This is an optimization exercise on Yosys and OpenROAD, whose aim is small area, a short achievable clock period and few clock cycles per item, not a production implementation. Function was checked by simulation only, so behaviour that the tests miss may differ from the original.

==> job 9164 <==
==> flow/design.v <==
`timescale 1ns/1ps
module divider_top (
    input  logic        clk,
    input  logic        rst_n,
    input  logic [31:0] op1,
    input  logic [31:0] op2,
    input  logic [2:0]  funct3,
    input  logic        start,
    input  logic        ack,
    output logic [31:0] result,
    output logic        done
);
    localparam logic [1:0] S_IDLE = 2'd0;
    localparam logic [1:0] S_PREP = 2'd1;
    localparam logic [1:0] S_ITER = 2'd2;
    localparam logic [1:0] S_FIX  = 2'd3;
    logic [1:0]  st_q;
    logic [31:0] r_q;       
    logic [31:0] t_q;       
    logic [31:0] q_q;       
    logic [4:0]  cnt_q;     
    logic        rem_q;     
    logic        sgn_q;     
    logic        neg_q;     
    assign result = q_q;
    logic        sa, sb;
    logic [31:0] abs_a, abs_b;
    logic [5:0]  lz_a, lz_b;
    logic [5:0]  dlz;
    logic        b_zero, a_short;
    logic [31:0] t_init;
    logic [31:0] fast_val;
    assign sa    = sgn_q & r_q[31];
    assign sb    = sgn_q & t_q[31];
    assign abs_a = sa ? -r_q : r_q;
    assign abs_b = sb ? -t_q : t_q;
    always_comb begin
        lz_a = 6'd32;
        for (int i = 0; i < 32; i++)
            if (abs_a[i]) lz_a = 6'(31 - i);
    end
    always_comb begin
        lz_b = 6'd32;
        for (int i = 0; i < 32; i++)
            if (abs_b[i]) lz_b = 6'(31 - i);
    end
    assign b_zero = (t_q == 32'd0);
    assign dlz    = lz_b - lz_a;
    assign a_short  = lz_a > lz_b;
    assign t_init = abs_b << dlz[4:0];
    assign fast_val = rem_q ? r_q : {32{b_zero}};
    logic [32:0] s1;
    logic        q0;
    logic [31:0] r2;
    assign s1 = {1'b0, r_q} - {1'b0, t_q};
    assign q0 = ~s1[32];
    assign r2 = q0 ? s1[31:0] : r_q;
    logic [31:0] q_shift;
    assign q_shift = {q_q[30:0], q0};
    logic last;
    assign last = (cnt_q == 5'd0);
    logic accept;
    assign accept = (st_q == S_IDLE) && start;
    always_ff @(posedge clk or negedge rst_n) begin
        if (!rst_n) begin
            st_q <= S_IDLE;
            done <= 1'b0;
        end else begin
            case (st_q)
                S_IDLE: begin
                    if (start) st_q <= S_PREP;
                    done <= done & ~ack;
                end
                S_PREP: begin
                    if (b_zero || a_short) begin
                        st_q <= S_IDLE;
                        done <= 1'b1;
                    end else begin
                        st_q <= S_ITER;
                    end
                end
                S_ITER: begin
                    if (last) begin
                        if (neg_q) begin
                            st_q <= S_FIX;
                        end else begin
                            st_q <= S_IDLE;
                            done <= 1'b1;
                        end
                    end
                end
                default: begin
                    st_q <= S_IDLE;
                    done <= 1'b1;
                end
            endcase
        end
    end
    always_ff @(posedge clk) begin
        case (st_q)
            S_IDLE: begin
                if (start) begin
                    r_q   <= op1;
                    t_q   <= op2;
                    rem_q <= funct3[1];
                    sgn_q <= ~funct3[0];
                end
            end
            S_PREP: begin
                r_q   <= abs_a;
                t_q   <= t_init;
                cnt_q <= dlz[4:0];
                neg_q <= rem_q ? sa : (sa ^ sb);
                q_q   <= fast_val & {32{b_zero | a_short}};
            end
            S_ITER: begin
                r_q   <= r2;
                t_q   <= {1'b0, t_q[31:1]};
                cnt_q <= cnt_q - 5'd1;
                q_q   <= (last && rem_q) ? r2 : q_shift;
            end
            default: begin
                q_q <= -q_q;
            end
        endcase
    end
endmodule
==> flow/run.sh <==
#!/bin/bash
# synth_recipe.tcl (not shown) runs the flow's synth.tcl, then flattens the netlist and writes it again
# the make line also repeats each setting of config.mk as NAME=value (left out here)
make -C /OpenROAD-flow-scripts/flow DESIGN_CONFIG=/design/flow/config.mk WORK_HOME=/design/flow/orfs CLKGATE_MAP_FILE= SYNTH_SCRIPT=/design/flow/synth_recipe.tcl finish
==> flow/config.mk <==
export PLATFORM = sky130hd
export DESIGN_NAME = divider_top
export DESIGN_NICKNAME = divider_top
export VERILOG_FILES = /design/flow/design.v
export SDC_FILE = /design/flow/constraint.sdc
export NUM_CORES = 4
export LEC_CHECK = 0
export CAP_MARGIN = 20
export CORE_MARGIN = 2
export CORE_UTILIZATION = 40
export SLEW_MARGIN = 20
==> flow/constraint.sdc <==
create_clock -name core_clock -period 27.0 [get_ports {clk}]
set_input_delay 5.4000 -clock core_clock [delete_from_list [all_inputs] [get_ports {clk}]]
set_output_delay 5.4000 -clock core_clock [all_outputs]
set_load 0.01 [all_outputs]
==> inputs of job 8276, as changes to job 9164 <==
==> flow/design.v, changed modules only <==
module divider_top (
    input  logic        clk,
    input  logic        rst_n,
    input  logic [31:0] op1,
    input  logic [31:0] op2,
    input  logic [2:0]  funct3,
    input  logic        start,
    input  logic        ack,
    output logic [31:0] result,
    output logic        done
);
    localparam logic [1:0] S_IDLE = 2'd0;
    localparam logic [1:0] S_PREP = 2'd1;
    localparam logic [1:0] S_ITER = 2'd2;
    localparam logic [1:0] S_FIX  = 2'd3;
    logic [1:0]  st_q;
    logic [31:0] r_q;       
    logic [32:0] t_q;       
    logic [31:0] q_q;       
    logic [3:0]  cnt_q;     
    logic        rem_q;     
    logic        sgn_q;     
    logic        neg_q;     
    assign result = q_q;
    logic        sa, sb;
    logic [31:0] a1, b1;
    logic [31:0] abs_a, abs_b;
    logic [5:0]  la1, lb1;
    logic [5:0]  la_hi, lb_lo;
    logic [5:0]  dl;
    logic        b_zero, a_short;
    logic [32:0] t_init;
    logic [31:0] fast_val;
    assign sa    = sgn_q & r_q[31];
    assign sb    = sgn_q & t_q[31];
    assign a1    = r_q ^ {32{sa}};
    assign b1    = t_q[31:0] ^ {32{sb}};
    assign abs_a = a1 + 32'(sa);
    assign abs_b = b1 + 32'(sb);
    always_comb begin
        la1 = 6'd0;
        for (int i = 0; i < 32; i++)
            if (a1[i]) la1 = 6'(i + 1);
    end
    always_comb begin
        lb1 = 6'd0;
        for (int i = 0; i < 32; i++)
            if (b1[i]) lb1 = 6'(i + 1);
    end
    assign la_hi   = la1 + 6'(sa);
    assign lb_lo   = (lb1 == 6'd0) ? 6'd1 : lb1;
    assign dl      = la_hi - lb_lo;
    assign b_zero  = (t_q[31:0] == 32'd0);
    assign a_short = la_hi < lb_lo;
    assign t_init = {1'b0, abs_b} << {dl[4:1], 1'b0};
    assign fast_val = rem_q ? r_q : {32{b_zero}};
    logic [32:0] s1;
    logic [31:0] r1;
    logic        q1;
    logic [32:0] s2;
    logic [31:0] r2;
    logic        q0;
    assign s1 = {1'b0, r_q} - {1'b0, t_q[30:0], 1'b0};
    assign q1 = ~s1[32] & ~t_q[32] & ~t_q[31];
    assign r1 = q1 ? s1[31:0] : r_q;
    assign s2 = {1'b0, r1} - {1'b0, t_q[31:0]};
    assign q0 = ~s2[32] & ~t_q[32];
    assign r2 = q0 ? s2[31:0] : r1;
    logic [31:0] q_shift;
    assign q_shift = {q_q[29:0], q1, q0};
    logic last;
    assign last = (cnt_q == 4'd0);
    always_ff @(posedge clk or negedge rst_n) begin
        if (!rst_n) begin
            st_q <= S_IDLE;
            done <= 1'b0;
        end else begin
            case (st_q)
                S_IDLE: begin
                    if (start) st_q <= S_PREP;
                    done <= done & ~ack;
                end
                S_PREP: begin
                    if (b_zero || a_short) begin
                        st_q <= S_IDLE;
                        done <= 1'b1;
                    end else begin
                        st_q <= S_ITER;
                    end
                end
                S_ITER: begin
                    if (last) begin
                        if (neg_q) begin
                            st_q <= S_FIX;
                        end else begin
                            st_q <= S_IDLE;
                            done <= 1'b1;
                        end
                    end
                end
                default: begin
                    st_q <= S_IDLE;
                    done <= 1'b1;
                end
            endcase
        end
    end
    always_ff @(posedge clk) begin
        case (st_q)
            S_IDLE: begin
                if (start) begin
                    r_q   <= op1;
                    t_q   <= {1'b0, op2};
                    rem_q <= funct3[1];
                    sgn_q <= ~funct3[0];
                end
            end
            S_PREP: begin
                r_q   <= abs_a;
                t_q   <= t_init;
                cnt_q <= dl[4:1];
                neg_q <= rem_q ? sa : (sa ^ sb);
                q_q   <= fast_val & {32{b_zero | a_short}};
            end
            S_ITER: begin
                r_q   <= r2;
                t_q   <= {2'b00, t_q[32:2]};
                cnt_q <= cnt_q - 4'd1;
                q_q   <= (last && rem_q) ? r2 : q_shift;
            end
            default: begin
                q_q <= -q_q;
            end
        endcase
    end
endmodule
--- a/flow/config.mk
+++ b/flow/config.mk
@@ -7,2 +7,3 @@
 export LEC_CHECK = 0
+export ABC_AREA = 1
 export CAP_MARGIN = 20
==> run summary <==
Outcome: job 9164 no timing/DRC/antenna violations; job 8276 no timing/DRC/antenna violations
Initial DRC count: job 9164 1,597; job 8276 1,326
Area share of and/or/nand/nor cells after synthesis: job 9164 0.203; job 8276 0.294
Tmin final: job 9164 7960 ps; job 8276 9230 ps
Synth Cell Area: job 9164 0.0129 mm^2; job 8276 0.0139 mm^2
Slowest stage cell, crit path: job 9164 nor4_1; job 8276 a21boi_0
Multi-input gate count: job 9164 1,410; job 8276 1,693
Area fraction in compound gates after synthesis: job 9164 0.292; job 8276 0.191
Worst Reg-to-Reg Cells: job 9164 23; job 8276 58
Highest net fanout along the worst path: job 9164 41; job 8276 45
Met1 routing resource usage after global routing: job 9164 0.394; job 8276 0.359
Die ar.: job 9164 0.0337 mm^2; job 8276 0.0364 mm^2
Number of filler cells placed in the layout: job 9164 3,251; job 8276 3,660
Data required time at the worst endpoint: job 9164 27,250 ps; job 8276 27,130 ps
R2R Setup Slk: job 9164 19,040 ps; job 8276 17,770 ps
Fraction of standard cell area in multi-input logic: job 9164 0.621; job 8276 0.600
Cell area after placement: job 9164 0.0142 mm^2; job 8276 0.0153 mm^2
FP Rows: job 9164 65; job 8276 68
Post-detailed-routing wire length: job 9164 47,700 um; job 8276 47,500 um
Post-Syn Area per Cell: job 9164 7.58 um^2; job 8276 6.47 um^2
Buffers and inverters on the worst path: job 9164 3; job 8276 7
Metal1 wirelength: job 9164 21,300 um; job 8276 21,800 um
Testbench counts of job 9164, summed over its fixed seeds: cycles 236,622, items 32,000.
Testbench counts of job 8276, summed over its fixed seeds: cycles 158,528, items 32,000.

port drivers added, routing unchanged:
The results above use ideal ports. As a check the final layouts listed here were re-extracted and re-timed, cells and wires unchanged. Step 1 (the two cells are an assumption about what drives the block):
set clk [get_ports {clk}]
set_driving_cell -lib_cell sky130_fd_sc_hd__clkbuf_16 $clk
set_driving_cell -lib_cell sky130_fd_sc_hd__buf_2 [delete_from_list [all_inputs] $clk]
Step 2 also shifts input and output timing later by t, the mid clock arrival at the registers, as if the neighbouring blocks saw the same clock. a / b / c = ideal / step 1 / step 2; a / b = the first two.
run | t, ns | setup WS [ns] | worst setup path after step 2
job 9164 | 0.416 | 19.037 / 19.037 / 19.037 | register to register
job 8276 | 0.430 | 17.769 / 17.769 / 17.769 | register to register
After both steps setup and hold are still met in every run listed.
